Context: an optimization exercise on an open-source flow, tuned for small area, a short achievable clock period and few clock cycles per item. The choices shown serve that exercise and are no tape-out recipe.
In this exercise RTL edits were held to simulation tests only and were not proved equivalent to the original.

==> v34: inputs <==
==> flow/design.v (excerpt) <==
module angle_slew_limiter_unit
(
    input  logic                                   clk,
    input  logic                                   rst_n,
    input  logic                                   cfg_valid,
    output logic                                   cfg_ready,
    input  logic [asl_pkg::RATE_W-1:0]             cfg_max_rate,
    input  logic                                   frame_valid,
    output logic                                   frame_ready,
    input  logic signed [asl_pkg::VEC_WIDTH-1:0]   frame_tgt_x,
    input  logic signed [asl_pkg::VEC_WIDTH-1:0]   frame_tgt_y,
    input  logic signed [asl_pkg::VEC_WIDTH-1:0]   frame_src_x,
    input  logic signed [asl_pkg::VEC_WIDTH-1:0]   frame_src_y,
    input  logic [asl_pkg::STAMP_W-1:0]            frame_stamp_us,
    output logic                                   result_valid,
    input  logic                                   result_ready,
    output logic signed [asl_pkg::OUT_ANGLE_W-1:0] result_angle,
    output logic                                   result_was_limited,
    output logic                                   result_was_held
);
clock: 7.5 ns
lec_check: 0
abc_area: 1
abc_clock_period_in_ps: 4500
cap_margin: 20
core_margin: 2
core_utilization: 45
setup_slack_margin: 3.3
slew_margin: 20
run.sh (not shown) runs the stock make flow with config.mk's settings and CLKGATE_MAP_FILE= SYNTH_SCRIPT=/design/flow/synth_recipe.tcl, a recipe that flattens the netlist after the stock synthesis.
==> v5: changes against v34 <==
--- a/flow/design.v
+++ b/flow/design.v
@@ -3595,42 +3595,50 @@
     localparam int FD    = DEPTH - 1;
     localparam int FPW   = (FD > 1) ? $clog2(FD) : 1;
     logic [17:0] mem [FD];
     logic [FPW-1:0] wp_q, rp_q;
     logic [CNT_W-1:0] fcnt_q;
-    logic [17:0] res_d, out_q;
-    logic out_free, fifo_nz, push, pop;
+    logic [17:0] res_d, pend_d, out_q;
+    logic [1:0]  lh_q;
+    logic pend_q;
+    logic out_free, fifo_nz, push, pop, direct;
     assign res_d    = {new_angle, limd, held_s};
+    assign pend_d   = {cur_q, lh_q};
     assign out_free = !rv_q || result_ready;
     assign fifo_nz  = (fcnt_q != '0);
-    assign push = v[SST] && !(out_free && !fifo_nz);
-    assign pop  = out_free && fifo_nz;
+    assign direct = out_free && !fifo_nz && !pend_q;
+    assign push   = pend_q && !(out_free && !fifo_nz);
+    assign pop    = out_free && fifo_nz;
     always_ff @(posedge clk)
     begin
         if (push)
-            mem[wp_q] <= res_d;
+            mem[wp_q] <= pend_d;
         if (out_free)
-            out_q <= fifo_nz ? mem[rp_q] : res_d;
+            out_q <= fifo_nz ? mem[rp_q] : (pend_q ? pend_d : res_d);
+        if (v[SST])
+            lh_q <= {limd, held_s};
     end
     always_ff @(posedge clk or negedge rst_n)
     begin
         if (!rst_n)
         begin
             wp_q   <= '0;
             rp_q   <= '0;
             fcnt_q <= '0;
             rv_q   <= 1'b0;
+            pend_q <= 1'b0;
         end
         else
         begin
             if (push)
                 wp_q <= (wp_q == FPW'(FD - 1)) ? '0 : wp_q + 1'b1;
             if (pop)
                 rp_q <= (rp_q == FPW'(FD - 1)) ? '0 : rp_q + 1'b1;
             fcnt_q <= fcnt_q + CNT_W'(push) - CNT_W'(pop);
+            pend_q <= v[SST] && !direct;
             if (out_free)
-                rv_q <= fifo_nz || v[SST];
+                rv_q <= fifo_nz || pend_q || v[SST];
         end
     end
     assign result_valid       = rv_q;
     assign result_angle       = out_q[17:2];
     assign result_was_limited = out_q[1];
==> run notes <==
- In v5 the flip-flop and latch count is higher than in v34, by 3.
- Die area is about the same in v34 and v5.
- Via count: v34 is larger than v5 (0.24%).
- Register-to-register slack: v34 is worse than v5 (70 ps).
- Between v34 and v5, the lower clock-buffer cell count is in v34 (gap 15).
- v34 completed with no timing, DRC or antenna violations. v5 completed without violations.
==> figures <==
metric                                                                v34                   v5
Status                                                     finished clean       finished clean
Number of cells on the critical path                                   23                   15
DR WL met2                                                     127,000 µm           123,000 µm
Post-CTS Repair Setup Buffers                                          66                   51
Proportion of final cell area spent on non-clock buffers            3.12%                2.91%
Critical path arrival                                             4810 ps              4880 ps
Count of nets after finishing                                       13.5k                13.5k
Worst-case hold path end point                            dt_w[9]$_DFF_P_  lim_p[8][6]$_DFF_P_
Die extent in y                                                    485 µm               485 µm
Net count of the mapped netlist                                     13.2k                13.2k
Testbench counts of v34, summed over its fixed seeds: cycles 2,560, items 2,048.
Testbench counts of v5, summed over its fixed seeds: cycles 2,560, items 2,048.

-- port drivers added, routing unchanged --
Ports are ideal in the flow. The routed layouts listed here were re-timed in OpenROAD.
Step 1 (the two cells are an assumption about what drives the block):
set clk [get_ports {clk}]
set_driving_cell -lib_cell sky130_fd_sc_hd__clkbuf_16 $clk
set_driving_cell -lib_cell sky130_fd_sc_hd__buf_2 [delete_from_list [all_inputs] $clk]
Step 2 adds t to the input delays and takes it off the output delays; t is the mean of the earliest and latest rising clock arrival at the registers after step 1. Input paths then give back, and output paths get back, about the clock's delay inside the block.
Three values: no drivers, after step 1, after step 2; two values: the first two.
| run | t, ns | setup WS [ns] | slew at the worst register clock pin (ns) | pins driven straight from the clock port |
|---|---|---|---|---|
| v34 | 0.915 | 3.271 / 3.271 / 2.698 | 0.07 / 0.07 | 1 |
| v5 | 0.925 | 3.340 / 3.340 / 2.692 | 0.07 / 0.07 | 1 |
After both steps setup and hold are still met in every run listed. For v5, which loses most, drivers alone change the setup slack by 0.000 ns; drivers and shift together by -0.648 ns.
